This design comes from an exercise in tuning for small area on the open sky130 flow, not from production work.
Only simulation tests tie the RTL to the original design; equivalence was not proved.
Power and IR drop assume default switching activity.

==> flow/design.v <==
package unlockerPkg;
    localparam int digitW     = 4;
    localparam int codeDigits = 4;
    localparam int codeW      = digitW * codeDigits;
    localparam int tableDepth = 8;
    localparam int idxW       = 3;
    localparam int countW     = 4;   
    localparam int fullEntry = 8;    
    localparam int nameEntry = 4;    
    localparam int maxAttempts = 3;
    localparam logic [codeW-1:0] defaultName     = 16'h1234;
    localparam logic [codeW-1:0] defaultPassword = 16'h1234;
    typedef enum logic [1:0]
    {
        modeAdmin = 2'd0,
        modeUser  = 2'd1,
        modeGuest = 2'd2
    } userMode_e;
    typedef enum logic [1:0]
    {
        stLocked   = 2'd0,
        stUnlocked = 2'd1,
        stFlagged  = 2'd2
    } sessionState_e;
endpackage
module unlocker
(
    input  logic              clk,
    input  logic              arstN,
    input  logic              locker,
    input  logic              btn1,
    input  logic              btn2,
    input  logic              btn3,
    input  logic              btn4,
    input  logic              btn5,
    input  logic              switch1,
    input  logic [3:0]        inputCount,
    input  logic [unlockerPkg::digitW-1:0] userNameInput0,
    input  logic [unlockerPkg::digitW-1:0] userNameInput1,
    input  logic [unlockerPkg::digitW-1:0] userNameInput2,
    input  logic [unlockerPkg::digitW-1:0] userNameInput3,
    input  logic [unlockerPkg::digitW-1:0] passwordInput0,
    input  logic [unlockerPkg::digitW-1:0] passwordInput1,
    input  logic [unlockerPkg::digitW-1:0] passwordInput2,
    input  logic [unlockerPkg::digitW-1:0] passwordInput3,
    input  logic              flagResolve,
    output logic              lock,
    output logic              flag,
    output logic              flagSelect,
    output logic              resetCount
);
    localparam int D = unlockerPkg::tableDepth;
    localparam int W = unlockerPkg::codeW;
    logic [W-1:0]   nameCode;
    logic [W-1:0]   passwordCode;
    logic [D-1:1]          valid;
    logic [D-1:1][W-1:0]   names;
    logic [D-1:0][W-1:0]   passwords;
    logic [D-1:1]          isUser;      
    logic [1:0]     attempts;
    logic [2:0]     curUser;
    logic [D-1:0]   nameMatch;
    logic           nameHit;
    logic [W-1:0]   hitPassword;
    logic           loginHit;
    logic [2:0]     loginIdx;
    logic [D-1:1]   freeSel;
    logic           full;
    logic           unlocked;
    logic           locked;
    logic           loginTry;
    logic           lockReq;
    logic           go;
    logic           curAdmin;
    logic           curWrite;
    logic           pwWrEn;
    logic           addEn;
    logic           delEn;
    logic [W-1:0]   pwData;
    assign nameCode     = {userNameInput3, userNameInput2, userNameInput1, userNameInput0};
    assign passwordCode = {passwordInput3, passwordInput2, passwordInput1, passwordInput0};
    always_comb
    begin
        nameMatch[0] = (nameCode == unlockerPkg::defaultName);
        for (int i = 1; i < D; i++)
        begin
            nameMatch[i] = valid[i] && (names[i] == nameCode);
        end
    end
    assign nameHit = |nameMatch;
    always_comb
    begin
        hitPassword = '0;
        for (int i = 0; i < D; i++)
        begin
            hitPassword = hitPassword | (passwords[i] & {W{nameMatch[i]}});
        end
    end
    assign loginHit = nameHit && (hitPassword == passwordCode);
    always_comb
    begin
        loginIdx = '0;
        for (int i = 1; i < D; i++)
        begin
            loginIdx = loginIdx | (nameMatch[i] ? 3'(i) : 3'd0);
        end
    end
    always_comb
    begin
        freeSel = '0;
        for (int i = D - 1; i >= 1; i--)
        begin
            if (!valid[i])
            begin
                freeSel    = '0;
                freeSel[i] = 1'b1;
            end
        end
    end
    assign full = &valid;
    assign unlocked = !lock;
    assign locked   = lock && !flag;
    assign loginTry = locked && (inputCount == 4'(unlockerPkg::fullEntry));
    assign lockReq  = locker || btn1;
    assign go       = unlocked && !lockReq;
    assign curAdmin = (curUser == 3'd0);
    always_comb
    begin
        curWrite = curAdmin;
        for (int i = 1; i < D; i++)
        begin
            if (curUser == 3'(i))
            begin
                curWrite = isUser[i];
            end
        end
    end
    assign pwWrEn = go && btn2 && curWrite && (inputCount >= 4'(unlockerPkg::nameEntry));
    assign addEn  = go && !btn2 && btn3 && curAdmin
                 && (inputCount == 4'(unlockerPkg::fullEntry)) && !full && !nameHit;
    assign delEn  = go && !btn2 && !btn3 && btn5 && curAdmin
                 && (inputCount == 4'(unlockerPkg::nameEntry)) && nameHit && !nameMatch[0];
    assign pwData = btn2 ? nameCode : passwordCode;
    always_ff @(posedge clk or negedge arstN)
    begin
        if (!arstN)
        begin
            valid <= '0;
        end
        else
        begin
            for (int i = 1; i < D; i++)
            begin
                if (addEn && freeSel[i])
                begin
                    valid[i] <= 1'b1;
                end
                else if (delEn && nameMatch[i])
                begin
                    valid[i] <= 1'b0;
                end
            end
        end
    end
    always_ff @(posedge clk or negedge arstN)
    begin
        if (!arstN)
        begin
            passwords[0] <= unlockerPkg::defaultPassword;
        end
        else if (pwWrEn && curAdmin)
        begin
            passwords[0] <= nameCode;
        end
    end
    always_ff @(posedge clk)
    begin
        for (int i = 1; i < D; i++)
        begin
            if (addEn && freeSel[i])
            begin
                names[i]  <= nameCode;
                isUser[i] <= switch1;
            end
            if ((addEn && freeSel[i]) || (pwWrEn && curUser == 3'(i)))
            begin
                passwords[i] <= pwData;
            end
        end
    end
    always_ff @(posedge clk or negedge arstN)
    begin
        if (!arstN)
        begin
            lock       <= 1'b1;
            flag       <= 1'b0;
            flagSelect <= 1'b0;
            resetCount <= 1'b0;
            attempts   <= '0;
        end
        else
        begin
            resetCount <= loginTry || pwWrEn || addEn || delEn;
            if (unlocked)
            begin
                if (lockReq)
                begin
                    lock <= 1'b1;
                end
            end
            else if (flag)
            begin
                if (flagResolve)
                begin
                    flag       <= 1'b0;
                    flagSelect <= 1'b0;
                end
            end
            else if (loginTry)
            begin
                if (loginHit)
                begin
                    lock     <= 1'b0;
                    attempts <= '0;
                end
                else
                begin
                    flag <= 1'b1;
                    if (attempts == 2'(unlockerPkg::maxAttempts - 1))
                    begin
                        flagSelect <= 1'b1;
                        attempts   <= '0;
                    end
                    else
                    begin
                        flagSelect <= 1'b0;
                        attempts   <= attempts + 1'b1;
                    end
                end
            end
        end
    end
    always_ff @(posedge clk)
    begin
        if (loginTry && loginHit)
        begin
            curUser <= loginIdx;
        end
    end
endmodule
==> flow/flow/run.sh <==
#!/bin/bash
# The standard layout (standard.sh) with area-oriented settings:
#  - synthesis: synth_recipe.tcl with an area-oriented abc script (flow/synth.tcl, flow/area.abc)
#  - the smallest buffer (buf_1) on every port
#  - CTS with clkbuf_16 on clusters of up to 25 sinks and no dummy loads
set -euo pipefail
here=$(pwd)
export AREA_ABC_SCRIPT=$here/flow/area.abc
bash standard.sh \
  SYNTH_SCRIPT=$here/flow/synth.tcl \
  BUFFER_PORTS_ARGS="-buffer_cell sky130_fd_sc_hd__buf_1" \
  CTS_ARGS="-sink_clustering_enable -repair_clock_nets -sink_clustering_size 30 -sink_clustering_max_diameter 100 -buf_list sky130_fd_sc_hd__clkbuf_16 -dont_use_dummy_load" \
  RECOVER_POWER=100 \
  POST_GLOBAL_ROUTE_TCL=$here/flow/post_grt.tcl \
  finish > standard.log 2>&1
==> flow/flow/area.abc <==
strash
&get -n
&dch
&nf -R 1000 -a
&put
==> flow/flow/post_grt.tcl <==
# After ORFS's power recovery (RECOVER_POWER), which downsizes cells on paths with slack
# to spare, repair any max-slew or max-capacitance violation it left, then re-route the
# nets that changed.
global_route -start_incremental
repair_design_helper
detailed_placement
global_route -end_incremental -congestion_report_file $::env(REPORTS_DIR)/congestion_post_area_repair.rpt
estimate_parasitics -global_routing
report_check_types -max_slew -max_capacitance -violators
==> flow/flow/synth.tcl <==
# synth_recipe.tcl with one change: abc maps with this flow's area script (flow/area.abc).
# Registers are mapped by dfflibmap before abc, so they are the standard synthesis's.
proc synth {args} { yosys synth -nofsm -noshare {*}$args }
proc abc {args} {
  set i [lsearch -exact $args -script]
  if { $i >= 0 } {
    set args [lreplace $args $i [expr { $i + 1 }] -script $::env(AREA_ABC_SCRIPT)]
  }
  yosys abc {*}$args
}
source $::env(SCRIPTS_DIR)/synth.tcl
# left out here: clear keep_hierarchy, flatten, clean up, hide names made inside functions, write 1_2_yosys.v
==> flow/standard.sh <==
#!/bin/bash
# synth_recipe.tcl (not shown) runs the flow's synth.tcl, then flattens the netlist and writes it again
# the make line also repeats each setting of config.mk as NAME=value (left out here)
make -C /OpenROAD-flow-scripts/flow DESIGN_CONFIG=/design/flow/config.mk WORK_HOME=/design/flow/orfs CLKGATE_MAP_FILE= SYNTH_SCRIPT=/design/flow/synth_recipe.tcl "${@:-finish}"
==> flow/config.mk <==
export PLATFORM = sky130hd
export DESIGN_NAME = unlocker
export DESIGN_NICKNAME = unlocker
export VERILOG_FILES = /design/flow/design.v
export SDC_FILE = /design/flow/constraint.sdc
export NUM_CORES = 4
export LEC_CHECK = 0
export CAP_MARGIN = 20
export CORE_MARGIN = 2
export CORE_UTILIZATION = 80
export GPL_TIMING_DRIVEN = 1
export PLACE_DENSITY = 0.9
export SLEW_MARGIN = 20
==> flow/constraint.sdc <==
create_clock -name core_clock -period 10.0 [get_ports {clk}]
set_input_delay 2.0000 -clock core_clock [delete_from_list [all_inputs] [get_ports {clk}]]
set_output_delay 2.0000 -clock core_clock [all_outputs]
set_load 0.01 [all_outputs]
==> results of run 1 <==
-- power by group through the flow --
stage / Sequential [mW] / Combinational, mW / Clock (mW)
2_1_floorplan: 1.23 / 0.0398 / 0
3_3_place_gp: 1.23 / 0.0855 / 0
3_5_place_dp: 1.23 / 0.0924 / 0
4_1_cts: 1.21 / 0.0940 / 0.512
6_report: 1.21 / 0.0963 / 0.521
-- area by class of cell --
class / count / share of cell area [%]
timing repair buffer: 77 / 2.91
multi-input combinational: 417 / 23.9
tap: 176 / 1.91
sequential: 263 / 67.3
inverter: 44 / 1.43
clock buffer: 12 / 2.60
-- routing by layer --
| layer | vias to the layer above | track usage, % |
|---|---|---|
| li1 | 3082 | - |
| met1 | 3544 | 49.7 |
| met2 | 688 | 67.7 |
| met3 | 160 | 8.05 |
| met4 | 0 | 21.6 |
| met5 | - | 0 |
-- metrics by stage --
step                      cells  hold slack, ns  util [%]  cell area [um^2]  power, mW
after floorplan             724           0.459         -             10600       1.27
after CTS                   988           0.520      88.5             11600       1.81
after detailed placement    976           0.501      86.2             11300       1.32
after global placement      976           0.475      86.2             11300       1.32
final                       989           0.520      87.8             11500       1.83
-- cell families (layout without fill, tap and decap cells) --
logic type,count (synthesis),count (layout)
flip-flops,263,263
AND/OR/NAND/NOR,167,167
multiplexers,2,2
buffers and inverters,44,133
AO/OA/AOI/OAI,201,201
XOR/XNOR,47,47
-- state kept, by name, summed over array words and instances, names as in the netlist --
| name | count |
|---|---|
| passwords | 128 |
| names | 112 |
| isUser | 7 |
| valid | 7 |
| curUser | 3 |
| attempts | 2 |
| flag | 1 |
| flagSelect | 1 |
| lock | 1 |
| resetCount | 1 |
-- layout by cell type (no fill, tap or decap), drive strengths merged, types with 22 or more instances in the layout --
master  synthesis  layout
a21oi          41      41
a221oi         33      33
a22o           24      24
a22oi          33      33
buf             0      48
clkbuf          0      41
clkinv         44      44
dfrtp          23      23
edfxtp        234     234
nand2          34      34
nor2           54      54
o22ai          22      22
xnor2          25      25
xor2           22      22
-- worst max-delay path, cell delays in order --
cell and delay, ns:
buf_1 0.06, clkbuf_1 0.68, clkinv_1 0.61, a221oi_1 0.45, o2111ai_1 0.17, nor4_1 0.36
nand4_1 0.16, a2111oi_0 0.32, clkbuf_2 0.59, a22oi_1 0.20, and3_1 0.22, nand2_1 0.10
nand3_1 0.09, a2111oi_0 0.50, nand4_1 0.23, nor3_1 0.28, nor2b_1 0.41
-- path summary, 6_finish.rpt --
path,depth (start not counted),from,to
max reg2reg,15,names[1],curUser[1]
min,2,flagSelect,flagSelect
min in group asynchronous,2,arstN,resetCount
max in group asynchronous,3,arstN,passwords[2]
min reg2reg,2,flagSelect,flagSelect
max,17,userNameInput0[0],curUser[1]
==> qor.yml, run 1 <==
routing:
  met1_length_um: 9280
  num_vias: 7474
  topRoutingLayerUsed: "met4"
  dr.pass1.iters: 6
  wl_per_cell_um: 28.6
  drc: 0
  viasPerCell: 7.56
  ant_nets: 0
  first_iter_violations: 1274
  routed_wl_um: 28300
  wl_met3_um: 3390
  wl_met2_um: 14000
clock_tree:
  clk_pin_slew_ns: 0.11
  cts_tree: "yes"
  clock_sinks: 263
  cts_resized: 0
  cts_root_buf: "clkbuf_16"
  clock_latency_ns: 0.49
  h-tree-depth: 1
  cts_max_path_buffers: 3
  holdBufCountCts: 0
  cts_setup_buffers: 0
  cts_buffers: 12
finish:
  n_antenna_cell: 0
  regArea_um2: 7760
  fillerInstances: 561
  drive_gt1_share_pct: 4.92
  multi_input_area_um2: 2760
  area_growth_syn_to_layout_pct: 8.37
  layout.nets: 861
global_route:
  grt_pass1_wl_um: 41900
  grt_max_degree: 34
  antenna_found_initial: 0
  grt-ovfl-total: 0
  grtUsageTotal_pct: 40.2
  first_global_vias: 7631
floorplanning:
  io_pins: 50
  coreArea_um2: 13100
  row_count: 42
  floorplan.initialDensity_pct: 81.0
  die_area_um2: 14200
  fp.dieH_um: 119
  die-width_um: 119
logic_synthesis:
  synth-adder-area-share_pct: 0
  synth_cells: 724
  synth_top_family_by_area: "compound AO/OA/AOI/OAI gates"
  muxShareOfSynthArea_pct: 0.212
  synth_edf_count: 234
  syn_avg_cell_area_um2: 14.7
  async_flop_share_pct: 11.0
  yosys.cell_count.top_type: "edfxtp_1"
  synth.area.top_cells: "edfxtp_1, dfrtp_1, a221oi_1, a22oi_1, xnor2_1"
  netlist_area_um2: 10600
  ys_types: 44
  synth_compound_area_share_pct: 13.9
  synthesis.nets: 770
  synth_commonest_cells: "edfxtp_1, nor2_1, clkinv_1"
  seq_area_frac_synth_pct: 72.9
  synth_seq_cells: 263
  synth_top_flop_cell: "edfxtp_1"
  synth_top_area_share_pct: 66.0
  synth_xor_area_share_pct: 3.87
  synth_warnings: 1
  synth-simple-area-share_pct: 7.60
  post-synth-top-area-cell: "edfxtp_1"
timing:
  finalHoldViolations: 0
  timing.fmax_ghz: 0.136
  layout_setup_ws_ns: 2.66
  fin_tns_setup_ns: 0
  tightest_slew_ns: 1.19
  period_minus_slack_ns: 7.34
  period_share_pct: 73.4
  final_max_slew_viol_count: 0
  skew_ns: 0.0273
  finalSetupViolCount: 0
  max_slew_margin_pct: 20.8
power_and_ir_drop:
  power_frac_clock_pct: 28.5
  p_int_mw: 1.45
  power_density_nw_per_um2: 158
  p_sw_share_pct: 20.7
  pwr-share-comb_pct: 5.3
  p_seq_share_pct: 66.2
  p_sw_uw: 378
  peakVddDrop_mv: 0.137
  total_leakage_power_nw: 3.65
setup_path:
  crit_arrival_ns: 7.47
  crit_path_start_kind: "input port"
  crit_fanout: 18
  critPathKind: "in2reg"
  ff2ff_setup_slack_ns: 5.14
  cp.required_ns: 10.13
  endpoint_kind: "register"
worst_hold_path:
  holdCritPathClass: "reg2reg"
placed_design:
  port_buffers: 48
  gp_congestion: 0.885
  pre_cts_ws_ns: 3.14
  dpl.hpwl_um: 17300
outcome:
  status: "finished clean"
job:
  cap_viol_max_count: 0
==> run 2: changes to the inputs <==
--- a/flow/config.mk
+++ b/flow/config.mk
@@ -7,3 +7,3 @@
 export LEC_CHECK = 0
-export CAP_MARGIN = 20
+export CAP_MARGIN = 0
 export CORE_MARGIN = 2
@@ -12,2 +12,2 @@
 export PLACE_DENSITY = 0.9
-export SLEW_MARGIN = 20
+export SLEW_MARGIN = 0
==> qor.yml, run 2 <==
floorplanning:
  coreArea_um2: 13100
  die_area_um2: 14200
  row_count: 42
  floorplan.initialDensity_pct: 81.0
  io_pins: 50
  fp.dieH_um: 119
  die-width_um: 119
timing:
  layout_setup_ws_ns: 2.03
  skew_ns: 0.0204
  fin_tns_setup_ns: 0
  period_share_pct: 79.7
  timing.fmax_ghz: 0.125
  final_max_slew_viol_count: 0
  finalSetupViolCount: 0
  period_minus_slack_ns: 7.97
  tightest_slew_ns: 1.42
  max_slew_margin_pct: 5.16
  finalHoldViolations: 0
clock_tree:
  h-tree-depth: 1
  cts_resized: 0
  holdBufCountCts: 0
  clk_pin_slew_ns: 0.10
  cts_tree: "yes"
  cts_buffers: 12
  cts_max_path_buffers: 3
  cts_setup_buffers: 0
  cts_root_buf: "clkbuf_16"
  clock_latency_ns: 0.48
  clock_sinks: 263
placed_design:
  placedInstanceArea_um2: 11300
  gp_congestion: 0.885
  port_buffers: 48
  dpl.hpwl_um: 17300
  pre_cts_ws_ns: 3.16
logic_synthesis:
  synth_edf_count: 234
  ys_types: 44
  synth_seq_cells: 263
  synth_top_area_share_pct: 66.0
  post-synth-top-area-cell: "edfxtp_1"
  synth_commonest_cells: "edfxtp_1, nor2_1, clkinv_1"
  yosys.cell_count.top_type: "edfxtp_1"
  synth_warnings: 1
  seq_area_frac_synth_pct: 72.9
  async_flop_share_pct: 11.0
  netlist_area_um2: 10600
  synth_cells: 724
  synthesis.nets: 770
  synth.area.top_cells: "edfxtp_1, dfrtp_1, a221oi_1, a22oi_1, xnor2_1"
  syn_avg_cell_area_um2: 14.7
  synth_top_flop_cell: "edfxtp_1"
routing:
  drc: 0
  routed_wl_um: 28000
  viasPerCell: 7.65
  first_iter_violations: 1244
  ant_nets: 0
  wl_per_cell_um: 28.4
  dr.pass1.iters: 9
  num_vias: 7562
worst_hold_path:
  min_to: "flagSelect"
  min_path_cells: 2
  worstHoldStart: "flagSelect"
  holdCritPathClass: "reg2reg"
job:
  cap_viol_max_count: 0
setup_path:
  crit_path_start_kind: "input port"
  crit_arrival_ns: 8.12
  r2r_start: "names[87]"
  crit_fanout: 18
  crit_start: "userNameInput0[0]"
  cp.required_ns: 10.15
  worst-r2r-cell-count: 15
  reg2reg_to: "passwords[104]"
  ff2ff_setup_slack_ns: 4.58
  endpoint_kind: "register"
  critPathKind: "in2reg"
finish:
  final_common_cell: "edfxtp_1"
  n_antenna_cell: 0
  layout.nets: 860
  layout_common_cells: "edfxtp_1, nor2_1, clkinv_1"
  top_regs: "passwords x128, names x112"
  area_growth_syn_to_layout_pct: 8.07
  final_cell_area_um2: 11500
  drive_gt1_share_pct: 3.69
  largest_reg_flops: 128
  top_register: "passwords"
outcome:
  status: "finished clean"
global_route:
  grt-ovfl-total: 0
  first_global_vias: 7531
  grt_max_degree: 34
  grtUsageTotal_pct: 40.0
  antenna_found_initial: 0
  grt_pass1_wl_um: 41600
power_and_ir_drop:
  total_leakage_power_nw: 3.61
  peakVddDrop_mv: 0.260
  total_power_mw: 1.82
  power_density_nw_per_um2: 158
-- run 2: cell counts after synthesis --
No cell type changed its count.
-- run 2: cell families after synthesis --
logic type,Yosys count,synth area share (%)
AO/OA/AOI/OAI,201,13.9
XOR/XNOR,47,3.87
buffers and inverters,44,1.55
flip-flops,263,72.9
multiplexers,2,0.212
AND/OR/NAND/NOR,167,7.60
-- run 2: cell type report --
type / count / area [um^2]
Sequential cell: 263 / 7760
Multi-Input combinational cell: 417 / 2760
Fill cell: 555 / 1630
Timing Repair Buffer: 76 / 304
Clock buffer: 12 / 300
Tap cell: 176 / 220
Inverter: 44 / 165
-- run 2: metrics by stage --
step / hold slack (ns) / std cells / util (%)
6_report: 0.516 / 988 / 87.6
4_1_cts: 0.518 / 988 / 88.4
3_5_place_dp: 0.501 / 976 / 86.2
3_3_place_gp: 0.475 / 976 / 86.2
2_1_floorplan: 0.459 / 724 / -
-- run 2: critical path: stages --
cell and delay, ns:
buf_1 0.07, clkbuf_1 0.72, clkinv_1 0.64, a221oi_1 0.45, o2111ai_1 0.18, nor4_1 0.33, nand4_1 0.16, a2111oi_0 0.37
clkbuf_1 1.09, a22oi_1 0.25, and3_1 0.26, nand2_1 0.11, nand3_1 0.09, a2111oi_0 0.49, nand4_1 0.24, nor3_1 0.27
nor2b_1 0.37
-- run 2: worst max path at each step --
stage / to
6_report: curUser[1]
4_1_cts: curUser[1]
3_5_place_dp: curUser[1]
3_3_place_gp: curUser[2]
2_1_floorplan: passwords[100]
-- run 2: report_power, final --
group,leakage (nW),internal (mW),switching [mW]
Sequential,2.48,1.20,0.00491
Combinational,0.983,0.0256,0.0690
Clock,0.148,0.218,0.297
-- run 2: layer usage --
metal	GRT usage (%)	part of all wire, %
met5	0	0
met2	66.7	49
met1	49.9	32
met3	9.24	13
met4	20.4	5.9
==> run 3: changes to the inputs <==
==> flow/flow/post_grt.tcl (replaced) <==
# After ORFS's power recovery (RECOVER_POWER), which downsizes cells on paths with slack
# to spare, repair any max-slew or max-capacitance violation it left, then re-route the
# nets that changed. Done twice.
for {set pass 0} {$pass < 2} {incr pass} {
  global_route -start_incremental
  if { $pass > 0 } {
    repair_timing -recover_power 100 -verbose
  }
  repair_design_helper
  detailed_placement
  global_route -end_incremental -congestion_report_file $::env(REPORTS_DIR)/congestion_post_area_repair_$pass.rpt
  estimate_parasitics -global_routing
}
report_check_types -max_slew -max_capacitance -violators
--- a/flow/config.mk
+++ b/flow/config.mk
@@ -7,3 +7,3 @@
 export LEC_CHECK = 0
-export CAP_MARGIN = 0
+export CAP_MARGIN = 20
 export CORE_MARGIN = 2
@@ -12,2 +12,2 @@
 export PLACE_DENSITY = 0.9
-export SLEW_MARGIN = 0
+export SLEW_MARGIN = 20
==> qor.yml, run 3 <==
outcome:
  status: "finished clean"
setup_path:
  slowest_stage: "clkbuf_1"
  critPathKind: "in2reg"
  crit_fanout: 18
  ff2ff_setup_slack_ns: 5.17
  slowest_delay_ns: 0.68
  cp.required_ns: 10.13
  worstPathCellList: "buf_1 -> clkbuf_1 -> clkinv_1 -> a221oi_1 -> o2111ai_1 -> nor4_1 -> nand4_1 -> a2111oi_0 -> clkbuf_2 -> a22oi_1 -> and3_1 -> nand2_1 -> nand3_1 -> a2111oi_0 -> nand4_1 -> nor3_1 -> nor2b_1"
  reg2reg_to: "curUser[1]"
  worst-r2r-cell-count: 15
  endpoint_kind: "register"
  r2r_start: "names[1]"
  crit_start: "userNameInput0[0]"
  crit_path_start_kind: "input port"
  crit_arrival_ns: 7.45
logic_synthesis:
  synth_top_area_share_pct: 66.0
  seq_area_frac_synth_pct: 72.9
  async_flop_share_pct: 11.0
  ys_types: 44
  synth_seq_cells: 263
  synth_cells: 724
  netlist_area_um2: 10600
  synth_warnings: 1
  yosys.cell_count.top_type: "edfxtp_1"
  synth_commonest_cells: "edfxtp_1, nor2_1, clkinv_1"
  post-synth-top-area-cell: "edfxtp_1"
  synth_edf_count: 234
  syn_avg_cell_area_um2: 14.7
  synth.area.top_cells: "edfxtp_1, dfrtp_1, a221oi_1, a22oi_1, xnor2_1"
  synthesis.nets: 770
  synth_top_flop_cell: "edfxtp_1"
clock_tree:
  clk_pin_slew_ns: 0.11
  cts_max_path_buffers: 3
  cts_setup_buffers: 0
  cts_tree: "yes"
  holdBufCountCts: 0
  clock_sinks: 263
  h-tree-depth: 1
  cts_buffers: 12
  cts_resized: 0
  clock_latency_ns: 0.48
  cts_root_buf: "clkbuf_16"
timing:
  finalHoldViolations: 0
  period_share_pct: 73.2
  fin_tns_setup_ns: 0
  finalSetupViolCount: 0
  max_slew_margin_pct: 20.5
  period_minus_slack_ns: 7.32
  final_max_slew_viol_count: 0
  timing.fmax_ghz: 0.137
  tightest_slew_ns: 1.19
  skew_ns: 0.0251
finish:
  top_regs: "passwords x128, names x112"
  fin_cells: 989
  fillerInstances: 562
  layout.nets: 861
  area_growth_syn_to_layout_pct: 8.21
  final_common_cell: "edfxtp_1"
  final_cell_area_um2: 11500
  layout_common_cells: "edfxtp_1, nor2_1, clkinv_1"
  drive_gt1_share_pct: 4.80
  top_register: "passwords"
  multi_input_area_um2: 2760
  largest_reg_flops: 128
  n_antenna_cell: 0
  regArea_um2: 7760
worst_hold_path:
  worstHoldStart: "flagSelect"
  min_to: "flagSelect"
  holdCritPathClass: "reg2reg"
  min_path_cells: 2
power_and_ir_drop:
  pwr-share-comb_pct: 5.2
  total_leakage_power_nw: 3.65
  p_sw_uw: 376
  power_frac_clock_pct: 28.5
  power_density_nw_per_um2: 158
  peakVddDrop_mv: 0.137
  p_seq_share_pct: 66.3
  total_power_mw: 1.82
  p_sw_share_pct: 20.6
  p_int_mw: 1.45
routing:
  ant_nets: 0
  num_vias: 7527
  first_iter_violations: 1325
  viasPerCell: 7.61
  routed_wl_um: 28200
  wl_per_cell_um: 28.5
  dr.pass1.iters: 6
  drc: 0
floorplanning:
  row_count: 42
  floorplan.initialDensity_pct: 81.0
  die_area_um2: 14200
  io_pins: 50
  die-width_um: 119
  coreArea_um2: 13100
  fp.dieH_um: 119
placed_design:
  dpl.hpwl_um: 17300
  placedInstanceArea_um2: 11300
  dp_cells: 976
  port_buffers: 48
  gp_congestion: 0.885
global_route:
  grt_max_degree: 34
  grtUsageTotal_pct: 40.2
  grt-ovfl-total: 0
  first_global_vias: 7631
  antenna_found_initial: 0
  grt_pass1_wl_um: 41900
job:
  cap_viol_max_count: 0
[run 3: cell counts after synthesis]
Identical to the previous run, type by type.
[run 3: critical path: cells and delay by family]
family / cells / cell delay, ns
compound gates: 5 / 1.62
simple gates: 8 / 1.87
buf+inv: 4 / 1.94
[run 3: how the worst max path moves through the flow]
stage                      to  slack, ns  cells after the start
2_1_floorplan  passwords[100]       2.95                     13
3_3_place_gp       curUser[2]       3.24                     16
3_5_place_dp       curUser[1]       3.14                     16
4_1_cts            curUser[1]       3.51                     16
6_report           curUser[1]       2.68                     17
[run 3: metal layers]
| layer | track usage (%) | wire length (um) | share of wire [%] | vias to the layer above |
|---|---|---|---|---|
| met1 | 49.7 | 9030 | 32 | 3594 |
| met2 | 67.7 | 14100 | 50 | 703 |
| met5 | 0 | 0 | 0 | - |
| met4 | 21.6 | 1510 | 5.4 | 0 |
| met3 | 8.05 | 3540 | 13 | 144 |
| li1 | - | - | - | 3086 |
[run 3: kinds of logic after synthesis]
group | Yosys count | synth area share [%]
mux | 2 | 0.212
simple gates | 167 | 7.60
flops | 263 | 72.9
xor+xnor | 47 | 3.87
compound gates | 201 | 13.9
buf+inv | 44 | 1.55
[run 3: per-stage QoR]
stage	setup slack, ns	util, %	hold WS, ns
floorplan	2.95	-	0.459
global placement	3.24	86.2	0.475
detailed placement	3.14	86.2	0.501
CTS	3.51	88.5	0.520
finish	2.68	87.7	0.520
[run 3: area by class of cell]
type	count	share of cell area (%)
well taps	176	1.91
flip-flops and latches	263	67.4
multi-input cells	417	23.9
clock buffers	12	2.61
inverters	44	1.43
repair buffers	77	2.77
[run 3: power by group through the flow]
stage,Sequential [mW],Clock [mW],Combinational [mW]
after CTS,1.21,0.512,0.0940
final,1.21,0.519,0.0954
after floorplan,1.23,0,0.0398
after global placement,1.23,0,0.0855
after detailed placement,1.23,0,0.0924
==> run 4: changes to the inputs <==
--- a/flow/flow/run.sh
+++ b/flow/flow/run.sh
@@ -11,3 +11,3 @@
   BUFFER_PORTS_ARGS="-buffer_cell sky130_fd_sc_hd__buf_1" \
-  CTS_ARGS="-sink_clustering_enable -repair_clock_nets -sink_clustering_size 30 -sink_clustering_max_diameter 100 -buf_list sky130_fd_sc_hd__clkbuf_16 -dont_use_dummy_load" \
+  CTS_ARGS="-sink_clustering_enable -repair_clock_nets -sink_clustering_size 30 -sink_clustering_max_diameter 100 -buf_list sky130_fd_sc_hd__clkbuf_16 -root_buf sky130_fd_sc_hd__clkbuf_4 -tree_buf sky130_fd_sc_hd__clkbuf_8 -dont_use_dummy_load" \
   RECOVER_POWER=100 \
==> qor.yml, run 4 <==
logic_synthesis:
  yosys.cell_count.top_type: "edfxtp_1"
  synth_commonest_cells: "edfxtp_1, nor2_1, clkinv_1"
  synth_top_flop_cell: "edfxtp_1"
  post-synth-top-area-cell: "edfxtp_1"
  synth_warnings: 1
  netlist_area_um2: 10600
  syn_avg_cell_area_um2: 14.7
  synth.area.top_cells: "edfxtp_1, dfrtp_1, a221oi_1, a22oi_1, xnor2_1"
  synthesis.nets: 770
  async_flop_share_pct: 11.0
  synth_cells: 724
  synth_edf_count: 234
  synth_seq_cells: 263
  ys_types: 44
  seq_area_frac_synth_pct: 72.9
  synth_top_area_share_pct: 66.0
timing:
  max_slew_margin_pct: 27.0
  period_share_pct: 72.0
  period_minus_slack_ns: 7.20
  finalHoldViolations: 0
  final_max_slew_viol_count: 0
  timing.fmax_ghz: 0.139
  fin_tns_setup_ns: 0
  skew_ns: 0.0532
  finalSetupViolCount: 0
  tightest_slew_ns: 1.09
floorplanning:
  fp.dieH_um: 119
  coreArea_um2: 13100
  row_count: 42
  die_area_um2: 14200
  die-width_um: 119
  io_pins: 50
  floorplan.initialDensity_pct: 81.0
routing:
  num_vias: 7501
  drc: 0
  wl_per_cell_um: 28.2
  viasPerCell: 7.58
  first_iter_violations: 1384
  routed_wl_um: 28000
  ant_nets: 0
  dr.pass1.iters: 8
finish:
  top_regs: "passwords x128, names x112"
  area_growth_syn_to_layout_pct: 7.74
  layout.nets: 861
  layout_common_cells: "edfxtp_1, nor2_1, clkinv_1"
  final_cell_area_um2: 11500
  drive_gt1_share_pct: 4.80
  final_common_cell: "edfxtp_1"
  largest_reg_flops: 128
  top_register: "passwords"
power_and_ir_drop:
  total_leakage_power_nw: 3.62
  power_density_nw_per_um2: 155
  total_power_mw: 1.78
  peakVddDrop_mv: 0.136
clock_tree:
  clk_pin_slew_ns: 0.11
  holdBufCountCts: 0
  cts_setup_buffers: 0
  cts_buffers: 12
  cts_resized: 0
  clock_latency_ns: 0.64
  cts_tree: "yes"
  h-tree-depth: 1
  cts_root_buf: "clkbuf_4"
  cts_max_path_buffers: 3
  clock_sinks: 263
global_route:
  antenna_found_initial: 1
  grt_max_degree: 34
  grt-ovfl-total: 0
  first_global_vias: 7524
  grt_pass1_wl_um: 41900
  grtUsageTotal_pct: 40.1
setup_path:
  cp.required_ns: 10.26
  crit_path_start_kind: "input port"
  endpoint_kind: "register"
  critPathKind: "in2reg"
  worst-r2r-cell-count: 16
  crit_arrival_ns: 7.47
  crit_fanout: 18
placed_design:
  dpl.hpwl_um: 17300
  gp_congestion: 0.885
  placedInstanceArea_um2: 11300
  port_buffers: 48
outcome:
  status: "finished clean"
worst_hold_path:
  holdCritPathClass: "reg2reg"
  min_path_cells: 2
job:
  cap_viol_max_count: 0
==> run 4: cell counts after synthesis <==
Identical to the previous run, type by type.
==> run 4: layout make-up <==
| cell class | instances | area [um^2] |
|---|---|---|
| Sequential cell | 263 | 7760 |
| Multi-Input combinational cell | 417 | 2760 |
| Fill cell | 574 | 1670 |
| Timing Repair Buffer | 77 | 319 |
| Clock buffer | 12 | 248 |
| Tap cell | 176 | 220 |
| Inverter | 44 | 165 |
| Antenna cell | 1 | 2.50 |
==> run 4: critical path, stage by stage <==
cell	delay, ns
buf_1	0.06
clkbuf_1	0.67
clkinv_1	0.60
a221oi_1	0.44
o2111ai_1	0.17
nor4_1	0.38
nand4_1	0.17
a2111oi_0	0.32
clkbuf_2	0.60
a22oi_1	0.20
and3_1	0.22
nand2_1	0.11
nand3_1	0.09
a2111oi_0	0.51
nand4_1	0.24
nor3_1	0.28
nor2b_1	0.41
==> run 4: kinds of logic (layout without fill, tap and decap cells) <==
family                 count (synthesis)  count (layout)  synth area share [%]
flip-flops                           263             263                  72.9
buffers and inverters                 44             133                  1.55
XOR/XNOR                              47              47                  3.87
AND/OR/NAND/NOR                      167             167                  7.60
other                                  0               1                     0
multiplexers                           2               2                 0.212
AO/OA/AOI/OAI                        201             201                  13.9
==> run 4: final timing paths <==
kind                              end  slack (ns)              start
setup / recovery           curUser[1]        2.80  userNameInput0[0]
setup reg to reg           curUser[1]        5.15          names[89]
hold / removal             flagSelect        0.52         flagSelect
max in group asynchronous    valid[4]        7.73              arstN
hold reg to reg            flagSelect        0.52         flagSelect
min in group asynchronous  resetCount        1.31              arstN
==> run 4: per-layer routing <==
| layer | share of wire [%] | global-route usage, % | routed length [um] | vias to the layer above |
|---|---|---|---|---|
| li1 | - | - | - | 3076 |
| met2 | 49 | 66.5 | 13800 | 719 |
| met4 | 5.4 | 20.8 | 1500 | 0 |
| met3 | 12 | 7.90 | 3490 | 137 |
| met5 | 0 | 0 | 0 | - |
| met1 | 33 | 51.3 | 9130 | 3569 |
==> run 4: metrics by stage <==
stage,hold WS (ns),utilization [%],cells,worst slack [ns]
detailed placement,0.501,86.2,976,3.14
finish,0.520,87.3,990,2.80
global placement,0.475,86.2,976,3.24
CTS,0.520,88.1,988,3.69
floorplan,0.459,-,724,2.95
==> run 4: where the power goes <==
group | total, mW | leakage (nW) | switching [mW] | internal (mW)
registers | 1.21 | 2.48 | 0.00488 | 1.20
clock network | 0.473 | 0.125 | 0.297 | 0.175
logic | 0.0947 | 1.01 | 0.0689 | 0.0257
==> run 5: changes to the inputs <==
--- a/flow/flow/run.sh
+++ b/flow/flow/run.sh
@@ -4,3 +4,8 @@
 #  - the smallest buffer (buf_1) on every port
-#  - CTS with clkbuf_16 on clusters of up to 25 sinks and no dummy loads
+#  - CTS with clkbuf_16 leaves on clusters of up to 30 sinks, small root and tree buffers,
+#    no dummy loads
+#  - after global routing: ORFS's power recovery (RECOVER_POWER, which downsizes cells with
+#    slack to spare) and a post-route hook (flow/post_grt.tcl) that repairs any max-slew or
+#    max-capacitance violation that leaves
+# Every tool's output goes to standard.log here (ORFS's own per-step logs stay under orfs/logs).
 set -euo pipefail
==> flow/flow/area.abc (replaced) <==
strash
&get -n
&b
&dch
&nf -R 1000 -a
&put
--- a/flow/config.mk
+++ b/flow/config.mk
@@ -7,3 +7,3 @@
 export LEC_CHECK = 0
-export CAP_MARGIN = 20
+export CAP_MARGIN = 0
 export CORE_MARGIN = 2
@@ -12,2 +12,2 @@
 export PLACE_DENSITY = 0.9
-export SLEW_MARGIN = 20
+export SLEW_MARGIN = 0
==> qor.yml, run 5 <==
setup_path:
  crit_path_start_kind: "input port"
  cp.required_ns: 10.27
  critPathKind: "in2reg"
  crit_arrival_ns: 7.90
  crit_fanout: 19
  endpoint_kind: "register"
clock_tree:
  h-tree-depth: 1
  cts_root_buf: "clkbuf_4"
  clk_pin_slew_ns: 0.10
  cts_resized: 0
  clock_latency_ns: 0.63
  cts_buffers: 12
  clock_sinks: 263
  holdBufCountCts: 0
  cts_tree: "yes"
  cts_max_path_buffers: 3
  cts_setup_buffers: 0
timing:
  timing.fmax_ghz: 0.131
  finalHoldViolations: 0
  period_minus_slack_ns: 7.63
  max_slew_margin_pct: 11.6
  skew_ns: 0.0668
  final_max_slew_viol_count: 0
  finalSetupViolCount: 0
  period_share_pct: 76.3
  layout_setup_ws_ns: 2.37
  tightest_slew_ns: 1.33
  hold_slack_ns: 0.514
  fin_tns_setup_ns: 0
routing:
  drc: 0
  routed_wl_um: 26800
  ant_nets: 0
  num_vias: 7313
  viasPerCell: 7.50
  dr.pass1.iters: 6
  first_iter_violations: 1139
  wl_per_cell_um: 27.5
power_and_ir_drop:
  peakVddDrop_mv: 0.194
  power_density_nw_per_um2: 155
  total_leakage_power_nw: 3.64
  total_power_mw: 1.77
logic_synthesis:
  post-synth-top-area-cell: "edfxtp_1"
  yosys.cell_count.top_type: "edfxtp_1"
  netlist_area_um2: 10600
  async_flop_share_pct: 11.0
  syn_avg_cell_area_um2: 15.0
  synth_warnings: 1
  seq_area_frac_synth_pct: 73.1
  synth_top_flop_cell: "edfxtp_1"
  synthesis.nets: 753
  synth_cells: 707
  synth_top_area_share_pct: 66.2
  synth_commonest_cells: "edfxtp_1, nor2_1, clkinv_1, xor2_1, nand2_1"
  synth_edf_count: 234
  synth.area.top_cells: "edfxtp_1, dfrtp_1, xor2_1, a221oi_1, a22oi_1"
  ys_types: 44
  synth_seq_cells: 263
finish:
  n_antenna_cell: 0
  layout_common_cells: "edfxtp_1, buf_1, nor2_1"
  top_register: "passwords"
  layout.nets: 847
  area_growth_syn_to_layout_pct: 7.68
  fin_cells: 975
  largest_reg_flops: 128
  final_cell_area_um2: 11400
  final_common_cell: "edfxtp_1"
  finish.utilization_pct: 87.4
  top_regs: "passwords x128, names x112"
  drive_gt1_share_pct: 3.63
placed_design:
  placedInstanceArea_um2: 11300
  pre_cts_ws_ns: 2.86
  dpl.hpwl_um: 16900
  dp_cells: 963
  port_buffers: 48
  gp_congestion: 0.937
worst_hold_path:
  holdCritPathClass: "reg2reg"
global_route:
  grt_max_degree: 33
  grt-ovfl-total: 0
  grt_pass1_wl_um: 40100
  grtUsageTotal_pct: 38.3
  first_global_vias: 7317
  antenna_found_initial: 0
floorplanning:
  coreArea_um2: 13100
  floorplan.initialDensity_pct: 81.2
  die_area_um2: 14200
  io_pins: 50
  row_count: 42
  fp.dieH_um: 119
  die-width_um: 119
outcome:
  status: "finished clean"
job:
  cap_viol_max_count: 0
run 5: final timing paths:
path	start	to	slack, ns	depth (start not counted)
min in group asynchronous	arstN	valid[7]	1.55	2
hold / removal	passwords[9]	passwords[9]	0.51	2
max in group asynchronous	arstN	valid[4]	7.88	2
hold reg to reg	passwords[9]	passwords[9]	0.51	2
setup / recovery	userNameInput3[0]	curUser[0]	2.37	18
setup reg to reg	valid[3]	curUser[0]	4.70	16
run 5: report_power, final:
part	switching, mW	internal, mW	total [mW]
combinational	0.0678	0.0249	0.0927
sequential	0.00451	1.20	1.21
clock	0.292	0.175	0.467
total	0.364	1.40	1.77
run 5: layout make-up:
class	instances	area, um^2
multi-input cells	405	2730
fillers	561	1650
clock buffers	12	248
repair buffers	80	329
flip-flops and latches	263	7760
well taps	176	220
inverters	39	146
run 5: kinds of logic (layout without fill, tap and decap cells):
| logic type | Yosys count | count (layout) | share of synthesized area, % |
|---|---|---|---|
| AO/OA/AOI/OAI | 193 | 193 | 13.4 |
| buffers and inverters | 39 | 131 | 1.38 |
| AND/OR/NAND/NOR | 153 | 153 | 7.22 |
| flip-flops | 263 | 263 | 73.1 |
| XOR/XNOR | 54 | 54 | 4.45 |
| multiplexers | 5 | 5 | 0.530 |
run 5: metal layers:
layer  track usage, %  part of all wire, %
met1             47.0                   33
met4             21.8                  6.1
met2             65.2                   50
met3             6.70                   12
met5                0                    0
run 5: critical path, cell delays in order:
cell and delay [ns]:
buf_1 0.09, clkbuf_1 0.52, clkinv_1 0.66, a221o_1 0.53, nor4_1 0.35, nand4_1 0.18
nor4_1 0.27, clkbuf_1 0.97, a22o_1 0.31, a221oi_1 0.06, and3_1 0.23, nand2_1 0.06
o21ai_0 0.09, nor4_1 0.28, nand4_1 0.19, nor4_1 0.23, nand4_1 0.31, nor3_1 0.56
==> run 6: changes to the inputs <==
--- a/flow/config.mk
+++ b/flow/config.mk
@@ -7,3 +7,3 @@
 export LEC_CHECK = 0
-export CAP_MARGIN = 0
+export CAP_MARGIN = 20
 export CORE_MARGIN = 2
@@ -12,2 +12,2 @@
 export PLACE_DENSITY = 0.9
-export SLEW_MARGIN = 0
+export SLEW_MARGIN = 20
==> qor.yml, run 6 <==
finish:
  regArea_um2: 7760
  multi_input_area_um2: 2750
  fin_cells: 976
  fillerInstances: 547
  n_antenna_cell: 0
  final_common_cell: "edfxtp_1"
  area_growth_syn_to_layout_pct: 7.93
  drive_gt1_share_pct: 4.88
  layout.nets: 848
  top_regs: "passwords x128, names x112"
  layout_common_cells: "edfxtp_1, buf_1, nor2_1"
  top_register: "passwords"
  largest_reg_flops: 128
  finish.utilization_pct: 87.6
worst_hold_path:
  holdCritPathClass: "reg2reg"
clock_tree:
  cts_resized: 0
  h-tree-depth: 1
  cts_buffers: 12
  clock_sinks: 263
  clock_latency_ns: 0.63
  holdBufCountCts: 0
  cts_max_path_buffers: 3
  cts_root_buf: "clkbuf_4"
  cts_setup_buffers: 0
  cts_tree: "yes"
  clk_pin_slew_ns: 0.11
logic_synthesis:
  post-synth-top-area-cell: "edfxtp_1"
  synth_edf_count: 234
  netlist_area_um2: 10600
  yosys.cell_count.top_type: "edfxtp_1"
  synth_top_area_share_pct: 66.2
  synth_cells: 707
  synth_seq_cells: 263
  synth_warnings: 1
  seq_area_frac_synth_pct: 73.1
  synth_commonest_cells: "edfxtp_1, nor2_1, clkinv_1, xor2_1, nand2_1"
  syn_avg_cell_area_um2: 15.0
  synthesis.nets: 753
  synth.area.top_cells: "edfxtp_1, dfrtp_1, xor2_1, a221oi_1, a22oi_1"
  ys_types: 44
  async_flop_share_pct: 11.0
  synth_top_flop_cell: "edfxtp_1"
floorplanning:
  die_area_um2: 14200
  die-width_um: 119
  row_count: 42
  coreArea_um2: 13100
  io_pins: 50
  fp.dieH_um: 119
  floorplan.initialDensity_pct: 81.2
setup_path:
  crit_path_start_kind: "input port"
  cp.required_ns: 10.28
  crit_arrival_ns: 7.78
  crit_fanout: 19
  slowest_delay_ns: 0.91
  crit_top_cell: "nor4_1"
  slowest_stage: "clkbuf_1"
  endpoint_kind: "register"
  ff2ff_setup_slack_ns: 4.79
  critPathKind: "in2reg"
  worstPathCellList: "buf_1 -> clkbuf_1 -> clkinv_1 -> a221o_1 -> nor4_1 -> nand4_1 -> nor4_1 -> clkbuf_1 -> a22o_1 -> a221oi_1 -> and3_1 -> nand2_1 -> o21ai_0 -> nor4_1 -> nand4_1 -> nor4_1 -> nand4_1 -> nor3_1"
power_and_ir_drop:
  p_sw_uw: 365
  pwr-share-comb_pct: 5.3
  total_leakage_power_nw: 3.66
  p_int_mw: 1.40
  peakVddDrop_mv: 0.194
  power_density_nw_per_um2: 154
  p_sw_share_pct: 20.6
  p_seq_share_pct: 68.3
  power_frac_clock_pct: 26.4
placed_design:
  port_buffers: 48
  gp_congestion: 0.937
  dpl.hpwl_um: 16900
  dp_cells: 963
routing:
  routed_wl_um: 27000
  num_vias: 7315
  drc: 0
  viasPerCell: 7.49
  ant_nets: 0
  wl_per_cell_um: 27.7
  dr.pass1.iters: 6
  first_iter_violations: 1149
timing:
  fin_tns_setup_ns: 0
  max_slew_margin_pct: 20.8
  period_share_pct: 75.1
  timing.fmax_ghz: 0.133
  period_minus_slack_ns: 7.51
  finalHoldViolations: 0
  tightest_slew_ns: 1.19
  skew_ns: 0.0701
  final_max_slew_viol_count: 0
  hold_slack_ns: 0.514
  finalSetupViolCount: 0
global_route:
  grt_pass1_wl_um: 40100
  first_global_vias: 7317
  antenna_found_initial: 0
  grt-ovfl-total: 0
  grt_max_degree: 33
  grtUsageTotal_pct: 38.3
outcome:
  status: "finished clean"
job:
  cap_viol_max_count: 0
-- run 6: cell counts after synthesis --
No cell type changed its count.
-- run 6: layout make-up --
cell class	instances	area share [%]
sequential	263	67.7
multi-input combinational	405	24.0
timing repair buffer	81	2.99
clock buffer	12	2.16
tap	176	1.92
inverter	39	1.28
-- run 6: cells by family (layout without fill, tap and decap cells) --
group,after synthesis,count (layout),synth area share (%)
and+or+nand+nor,153,153,7.22
AOI/OAI and AO/OA,193,193,13.4
muxes,5,5,0.530
DFF,263,263,73.1
buffers and inverters,39,132,1.38
xor gates and xnor gates,54,54,4.45
-- run 6: path summary, 6_finish.rpt --
check | endpoint | cells after the start | startpoint
min in group asynchronous | flagSelect | 2 | arstN
setup reg to reg | curUser[0] | 16 | valid[3]
hold / removal | passwords[5] | 2 | passwords[5]
setup / recovery | curUser[0] | 18 | userNameInput3[0]
hold reg to reg | passwords[5] | 2 | passwords[5]
max in group asynchronous | valid[4] | 3 | arstN
-- run 6: metrics by stage --
step	cell area, um^2	power, mW	setup slack (ns)
6_report	11500	1.77	2.49
3_5_place_dp	11300	1.32	2.86
2_1_floorplan	10600	1.27	2.73
4_1_cts	11600	1.77	3.50
3_3_place_gp	11300	1.32	3.17
-- run 6: critical path, delay by kind of cell --
family	cells	cell delay (ns)
and+or+nand+nor	10	2.60
AOI/OAI and AO/OA	4	0.99
buffers and inverters	4	2.16
-- run 6: power groups by stage --
stage	logic, mW	registers, mW	clock network, mW
final	0.0943	1.21	0.466
after floorplan	0.0384	1.23	0
after detailed placement	0.0917	1.23	0
after global placement	0.0849	1.23	0
after CTS	0.0924	1.21	0.466
-- run 6: metal layers --
layer | track usage [%] | vias up | wire length [um]
met5 | 0 | - | 0
met4 | 21.8 | 0 | 1690
met3 | 6.70 | 162 | 3200
met2 | 65.2 | 650 | 13400
met1 | 47.0 | 3478 | 8730
li1 | - | 3025 | -
==> run 7: changes to the inputs <==
--- a/flow/config.mk
+++ b/flow/config.mk
@@ -7,7 +7,7 @@
 export LEC_CHECK = 0
-export CAP_MARGIN = 20
+export CAP_MARGIN = 10
 export CORE_MARGIN = 2
-export CORE_UTILIZATION = 80
+export CORE_UTILIZATION = 88
 export GPL_TIMING_DRIVEN = 1
-export PLACE_DENSITY = 0.9
-export SLEW_MARGIN = 20
+export PLACE_DENSITY = 0.95
+export SLEW_MARGIN = 10
==> qor.yml, run 7 <==
logic_synthesis:
  synth_top_flop_cell: "edfxtp_1"
  synth_edf_count: 234
  async_flop_share_pct: 11.0
  synth_warnings: 1
  synth_cells: 707
  ys_types: 44
  post-synth-top-area-cell: "edfxtp_1"
  yosys.cell_count.top_type: "edfxtp_1"
  synth_seq_cells: 263
  synthesis.nets: 753
  netlist_area_um2: 10600
  synth_commonest_cells: "edfxtp_1, nor2_1, clkinv_1, xor2_1, nand2_1"
  synth.area.top_cells: "edfxtp_1, dfrtp_1, xor2_1, a221oi_1, a22oi_1"
  seq_area_frac_synth_pct: 73.1
  syn_avg_cell_area_um2: 15.0
  synth_top_area_share_pct: 66.2
outcome:
  status: "did not finish"
  firstError: "[ERROR DPL-0033] detailed placement checks failed during check placement."
  lastStage: "4_1_cts"
placed_design:
  port_buffers: 48
  dp_cells: 933
  gp_congestion: 0.941
  dpl.hpwl_um: 18900
clock_tree:
  clock_sinks: 263
  holdBufCountCts: 0
  cts_resized: 0
  cts_root_buf: "clkbuf_4"
  cts_buffers: 12
  cts_max_path_buffers: 3
  cts_setup_buffers: 0
  h-tree-depth: 1
floorplanning:
  io_pins: 50
  row_count: 40
  floorplan.initialDensity_pct: 89.2
  fp.dieH_um: 114
  die-width_um: 114
run 7: worst min path at each step:
stage / startpoint / end / slack (ns) / cells past startpoint
3_5_place_dp: passwords[15] / passwords[15] / 0.49 / 1
3_3_place_gp: passwords[11] / passwords[11] / 0.47 / 1
2_1_floorplan: passwords[11] / passwords[11] / 0.46 / 1
run 7: power groups by stage:
stage	clock (mW)	combinational [mW]	sequential, mW
3_5_place_dp	0	0.0937	1.23
3_3_place_gp	0	0.0848	1.23
2_1_floorplan	0	0.0384	1.23
run 7: kinds of logic after synthesis:
kind of cell | synth area share, %
DFF | 73.1
xor gates and xnor gates | 4.45
muxes | 0.530
buffers and inverters | 1.38
AOI/OAI and AO/OA | 13.4
and+or+nand+nor | 7.22
run 7: through the flow:
| stage | instance area (um^2) | setup slack [ns] |
|---|---|---|
| after global placement | 11300 | 3.09 |
| after detailed placement | 11300 | 2.43 |
| after floorplan | 10600 | 2.73 |
==> run 8: changes to the inputs <==
--- a/flow/config.mk
+++ b/flow/config.mk
@@ -9,5 +9,5 @@
 export CORE_MARGIN = 2
-export CORE_UTILIZATION = 88
+export CORE_UTILIZATION = 75
 export GPL_TIMING_DRIVEN = 1
-export PLACE_DENSITY = 0.95
+export PLACE_DENSITY = 0.85
 export SLEW_MARGIN = 10
==> qor.yml, run 8 <==
logic_synthesis:
  synth_seq_cells: 263
  yosys.cell_count.top_type: "edfxtp_1"
  syn_avg_cell_area_um2: 15.0
  synth_edf_count: 234
  async_flop_share_pct: 11.0
  netlist_area_um2: 10600
  synth_commonest_cells: "edfxtp_1, nor2_1, clkinv_1, xor2_1, nand2_1"
  ys_types: 44
  synth_top_area_share_pct: 66.2
  post-synth-top-area-cell: "edfxtp_1"
  synth_warnings: 1
  synthesis.nets: 753
  seq_area_frac_synth_pct: 73.1
  synth_top_flop_cell: "edfxtp_1"
  synth.area.top_cells: "edfxtp_1, dfrtp_1, xor2_1, a221oi_1, a22oi_1"
  synth_cells: 707
power_and_ir_drop:
  p_sw_uw: 369
  total_power_mw: 1.77
  p_seq_share_pct: 68.1
  power_density_nw_per_um2: 155
  p_sw_share_pct: 20.8
  p_int_mw: 1.40
  power_frac_clock_pct: 26.6
  total_leakage_power_nw: 3.64
  pwr-share-comb_pct: 5.3
  peakVddDrop_mv: 0.156
timing:
  timing.fmax_ghz: 0.132
  fin_tns_setup_ns: 0
  finalHoldViolations: 0
  skew_ns: 0.0574
  tightest_slew_ns: 1.30
  final_max_slew_viol_count: 0
  period_share_pct: 75.7
  finalSetupViolCount: 0
  max_slew_margin_pct: 13.4
  period_minus_slack_ns: 7.57
  hold_slack_ns: 0.520
finish:
  final_cell_area_um2: 11500
  final_common_cell: "edfxtp_1"
  layout_common_cells: "edfxtp_1, buf_1, nor2_1"
  layout.nets: 850
  top_regs: "passwords x128, names x112"
  largest_reg_flops: 128
  area_growth_syn_to_layout_pct: 7.95
  fin_cells: 983
  top_register: "passwords"
  drive_gt1_share_pct: 3.99
placed_design:
  dp_cells: 969
  dpl.hpwl_um: 16300
  port_buffers: 48
  gp_congestion: 0.938
  placedInstanceArea_um2: 11300
global_route:
  antenna_found_initial: 1
  grt-ovfl-total: 0
  first_global_vias: 7056
  grtUsageTotal_pct: 35.7
  grt_pass1_wl_um: 39000
  grt_max_degree: 33
routing:
  viasPerCell: 7.38
  num_vias: 7253
  drc: 0
  dr.pass1.iters: 8
  wl_per_cell_um: 27.1
  first_iter_violations: 1130
  ant_nets: 0
  routed_wl_um: 26600
clock_tree:
  cts_buffers: 12
  holdBufCountCts: 0
  cts_tree: "yes"
  clock_sinks: 263
  cts_setup_buffers: 0
  cts_resized: 0
  h-tree-depth: 1
  clk_pin_slew_ns: 0.11
  cts_root_buf: "clkbuf_4"
  cts_max_path_buffers: 3
  clock_latency_ns: 0.63
setup_path:
  slowest_delay_ns: 0.95
  critPathKind: "in2reg"
  crit_top_cell: "clkbuf_1"
  endpoint_kind: "register"
  worst-r2r-cell-count: 16
  crit_path_start_kind: "input port"
  worstPathCellList: "buf_1 -> clkbuf_1 -> clkinv_1 -> o221ai_1 -> nor4_1 -> nand4_1 -> nor4_1 -> clkbuf_1 -> clkbuf_1 -> nor2_1 -> nand2_1 -> nor4b_1 -> nand2_1 -> clkinv_1 -> nand4b_1 -> o21ai_0 -> clkbuf_1"
  cp_top_family: "buffers and inverters"
  critPathBufInv: 7
  slowest_stage: "nor4b_1"
  crit_fanout: 16
  cp.required_ns: 10.21
  critical_path_depth: 17
  crit_arrival_ns: 7.77
floorplanning:
  die_area_um2: 15100
  floorplan.initialDensity_pct: 76.5
  row_count: 43
  coreArea_um2: 13900
  io_pins: 50
  fp.dieH_um: 123
  die-width_um: 123
job:
  cap_viol_max_count: 0
worst_hold_path:
  holdCritPathClass: "reg2reg"
  min_path_cells: 2
outcome:
  status: "finished clean"
run 8: cell counts after synthesis:
No cell type changed its count.
run 8: metrics by stage:
step	setup slack (ns)	utilization (%)
6_report	2.43	82.6
2_1_floorplan	2.73	-
3_3_place_gp	2.71	81.6
3_5_place_dp	2.55	81.6
4_1_cts	3.15	83.4
run 8: final timing paths:
kind | slack, ns | endpoint | start
worst max-delay path | 2.43 | passwords[112] | userNameInput1[3]
worst min-delay path | 0.52 | passwords[5] | passwords[5]
worst max register to register | 4.67 | curUser[2] | names[89]
worst min register to register | 0.52 | passwords[5] | passwords[5]
max in group asynchronous | 7.84 | valid[6] | arstN
min in group asynchronous | 1.58 | passwords[13] | arstN
run 8: worst reg2reg max path, delay by kind of cell (launching register included):
| kind | cells | cell delay (ns) |
|---|---|---|
| flops | 1 | 0.39 |
| simple gates | 9 | 2.32 |
| compound gates | 5 | 1.12 |
| buf+inv | 1 | 1.00 |
| xor+xnor | 1 | 0.16 |
run 8: cells by family (layout without fill, tap and decap cells):
group | after synthesis | count (layout) | synth area share [%]
flops | 263 | 263 | 73.1
other cells | 0 | 1 | 0
mux | 5 | 5 | 0.530
buf+inv | 39 | 134 | 1.38
simple gates | 153 | 153 | 7.22
compound gates | 193 | 193 | 13.4
xor+xnor | 54 | 54 | 4.45
run 8: area by class of cell:
| class | count | area (um^2) |
|---|---|---|
| Antenna cell | 1 | 2.50 |
| Clock buffer | 12 | 248 |
| Fill cell | 710 | 2410 |
| Inverter | 39 | 146 |
| Multi-Input combinational cell | 405 | 2750 |
| Sequential cell | 263 | 7760 |
| Tap cell | 180 | 225 |
| Timing Repair Buffer | 83 | 339 |
run 8: power by group through the flow:
stage	registers, mW	clock network (mW)	logic [mW]
after floorplan	1.23	0	0.0384
final	1.21	0.472	0.0935
after global placement	1.23	0	0.0865
after detailed placement	1.23	0	0.0925
after CTS	1.21	0.468	0.0940
run 8: metal layers:
| metal | part of all wire, % | vias up | wire length, um | global-route usage (%) |
|---|---|---|---|---|
| met1 | 34 | 3411 | 9050 | 47.0 |
| met4 | 5.4 | 0 | 1450 | 18.0 |
| met2 | 49 | 664 | 13000 | 58.9 |
| met3 | 12 | 142 | 3160 | 5.44 |
| met5 | 0 | - | 0 | 0 |
| li1 | - | 3036 | - | - |
==> run 9: changes to the inputs <==
--- a/flow/config.mk
+++ b/flow/config.mk
@@ -9,5 +9,5 @@
 export CORE_MARGIN = 2
-export CORE_UTILIZATION = 75
-export GPL_TIMING_DRIVEN = 1
-export PLACE_DENSITY = 0.85
+export CORE_UTILIZATION = 80
+export GPL_TIMING_DRIVEN = 0
+export PLACE_DENSITY = 0.9
 export SLEW_MARGIN = 10
==> qor.yml, run 9 <==
routing:
  topRoutingLayerUsed: "met4"
  routed_wl_um: 28200
  num_vias: 7575
  wl_per_cell_um: 29.1
  drc: 0
  ant_nets: 0
  met1_length_um: 9180
  dr.pass1.iters: 8
  wl_met3_um: 3640
  wl_met2_um: 13400
  viasPerCell: 7.79
  first_iter_violations: 1489
logic_synthesis:
  synth.area.top_cells: "edfxtp_1, dfrtp_1, xor2_1, a221oi_1, a22oi_1"
  netlist_area_um2: 10600
  syn_avg_cell_area_um2: 15.0
  synth_top_flop_cell: "edfxtp_1"
  ys_types: 44
  synth_cells: 707
  synth_warnings: 1
  synth_edf_count: 234
  synth_commonest_cells: "edfxtp_1, nor2_1, clkinv_1, xor2_1, nand2_1"
  synth_seq_cells: 263
  synth_top_area_share_pct: 66.2
  seq_area_frac_synth_pct: 73.1
  post-synth-top-area-cell: "edfxtp_1"
  async_flop_share_pct: 11.0
  synthesis.nets: 753
  yosys.cell_count.top_type: "edfxtp_1"
setup_path:
  crit_arrival_ns: 8.03
  crit_path_start_kind: "input port"
  slowest_delay_ns: 1.00
  crit_top_cell: "clkbuf_1"
  ff2ff_setup_slack_ns: 4.34
  endpoint_kind: "register"
  worstPathCellList: "clkbuf_1 -> clkinv_1 -> a221o_1 -> nor4_1 -> nand4_1 -> nor4_1 -> clkbuf_1 -> buf_6 -> nor2_1 -> nand2_1 -> nor4b_1 -> nand2_1 -> clkinv_1 -> nand4b_1 -> o21ai_0 -> clkbuf_1"
  slowest_stage: "nor4_1"
  critPathKind: "in2reg"
  crit_fanout: 13
  cp.required_ns: 10.22
timing:
  hold_slack_ns: 0.506
  finalSetupViolCount: 0
  max_slew_margin_pct: 13.2
  tightest_slew_ns: 1.29
  timing.fmax_ghz: 0.128
  skew_ns: 0.0532
  period_share_pct: 78.1
  final_max_slew_viol_count: 0
  finalHoldViolations: 0
  period_minus_slack_ns: 7.81
clock_tree:
  cts_root_buf: "clkbuf_4"
  clock_sinks: 263
  cts_resized: 0
  cts_max_path_buffers: 3
  cts_buffers: 12
  clock_latency_ns: 0.62
  cts_setup_buffers: 0
  clk_pin_slew_ns: 0.11
  h-tree-depth: 1
  cts_tree: "yes"
  holdBufCountCts: 0
placed_design:
  dp_cells: 953
  placedInstanceArea_um2: 11300
  port_buffers: 48
  gp_congestion: 0.910
  dpl.hpwl_um: 18400
power_and_ir_drop:
  peakVddDrop_mv: 0.163
  power_density_nw_per_um2: 155
  total_leakage_power_nw: 3.65
global_route:
  grt-ovfl-total: 0
  grtUsageTotal_pct: 41.3
  first_global_vias: 7524
  grt_max_degree: 33
  grt_pass1_wl_um: 43100
  antenna_found_initial: 1
finish:
  finish.utilization_pct: 87.6
  largest_reg_flops: 128
  area_growth_syn_to_layout_pct: 7.98
  layout.nets: 840
  fin_cells: 972
  final_common_cell: "edfxtp_1"
  top_regs: "passwords x128, names x112"
  drive_gt1_share_pct: 4.80
  layout_common_cells: "edfxtp_1, clkinv_1, xor2_1"
  top_register: "passwords"
  final_cell_area_um2: 11500
worst_hold_path:
  holdCritPathClass: "reg2reg"
floorplanning:
  coreArea_um2: 13100
  floorplan.initialDensity_pct: 81.2
  io_pins: 50
  fp.dieH_um: 119
  row_count: 42
  die-width_um: 119
  die_area_um2: 14200
job:
  cap_viol_max_count: 0
outcome:
  status: "finished clean"
## run 9: cell counts after synthesis
Identical to the previous run, type by type.
## run 9: final timing paths
path	startpoint	end	cells past startpoint
max	userNameInput0[3]	passwords[114]	16
min	flagSelect	flagSelect	1
max reg2reg	valid[3]	passwords[114]	15
min reg2reg	flagSelect	flagSelect	1
max in group asynchronous	arstN	passwords[8]	1
min in group asynchronous	arstN	resetCount	1
## run 9: where the power goes
part / internal [mW] / leakage, nW / switching [mW] / total (mW)
logic: 0.0235 / 1.05 / 0.0681 / 0.0916
registers: 1.20 / 2.48 / 0.00400 / 1.21
clock network: 0.175 / 0.125 / 0.297 / 0.473
## run 9: critical path: cells and delay by family
kind	cells	cell delay, ns
buffers and inverters	6	2.69
AO/OA/AOI/OAI	2	0.96
AND/OR/NAND/NOR	8	2.35
## run 9: final cells by class
| cell class | count | area [um^2] |
|---|---|---|
| diodes | 4 | 10.0 |
| clock buffers | 12 | 248 |
| multi-input cells | 405 | 2750 |
| inverters | 39 | 146 |
| well taps | 176 | 220 |
| fillers | 546 | 1620 |
| flip-flops and latches | 263 | 7760 |
| repair buffers | 73 | 330 |
## run 9: routing by layer
layer	up-vias	global-route usage, %
li1	3014	-
met1	3552	53.0
met2	793	67.0
met3	216	8.09
met4	0	23.8
met5	-	0
## run 9: cell families (layout without fill, tap and decap cells)
| group | Yosys count | count (layout) | share of synthesized area (%) |
|---|---|---|---|
| compound gates | 193 | 193 | 13.4 |
| flops | 263 | 263 | 73.1 |
| buf+inv | 39 | 124 | 1.38 |
| simple gates | 153 | 153 | 7.22 |
| xor+xnor | 54 | 54 | 4.45 |
| other cells | 0 | 4 | 0 |
| mux | 5 | 5 | 0.530 |
## run 9: per-stage QoR
stage | power (mW) | setup slack (ns) | setup TNS, ns
after CTS | 1.76 | 3.01 | 0
after global placement | 1.31 | -1.88 | -338.12
final | 1.77 | 2.19 | 0
after floorplan | 1.27 | 2.73 | 0
after detailed placement | 1.32 | 2.37 | 0

## what the ideal ports hide
The flow's constraints put no driver on any port. The routed layouts listed below were extracted and timed again, unchanged, in two steps. Step 1 assumes that a clkbuf_16 drives the clock port and a buf_2 every other input. Step 2 adds t to the input delays and takes it off the output delays; t is the mean of the earliest and latest rising clock arrival at the registers after step 1. Input paths then give back, and output paths get back, about the clock's delay inside the block. Slacks: no drivers / after step 1 / after step 2; pairs: no drivers / after step 1.
| run | t, ns | setup WS [ns] | hold slack, ns |
|---|---|---|---|
| run 1 | 0.516 | 2.663 / 2.685 / 2.170 | 0.520 / 0.520 / 0.520 |
| run 2 | 0.510 | 2.029 / 2.050 / 1.540 | 0.516 / 0.516 / 0.516 |
| run 3 | 0.512 | 2.683 / 2.705 / 2.193 | 0.520 / 0.520 / 0.520 |
| run 4 | 0.651 | 2.798 / 2.814 / 2.164 | 0.520 / 0.520 / 0.520 |
| run 5 | 0.631 | 2.372 / 2.386 / 1.754 | 0.514 / 0.514 / 0.514 |
| run 6 | 0.628 | 2.492 / 2.506 / 1.878 | 0.514 / 0.514 / 0.514 |
| run 8 | 0.645 | 2.432 / 2.450 / 1.805 | 0.520 / 0.520 / 0.520 |
| run 9 | 0.642 | 2.189 / 2.200 / 1.558 | 0.506 / 0.506 / 0.506 |
After both steps every run listed still meets setup and hold. For run 4, which loses most, drivers alone change the setup slack by +0.016 ns; drivers and shift together by -0.634 ns.
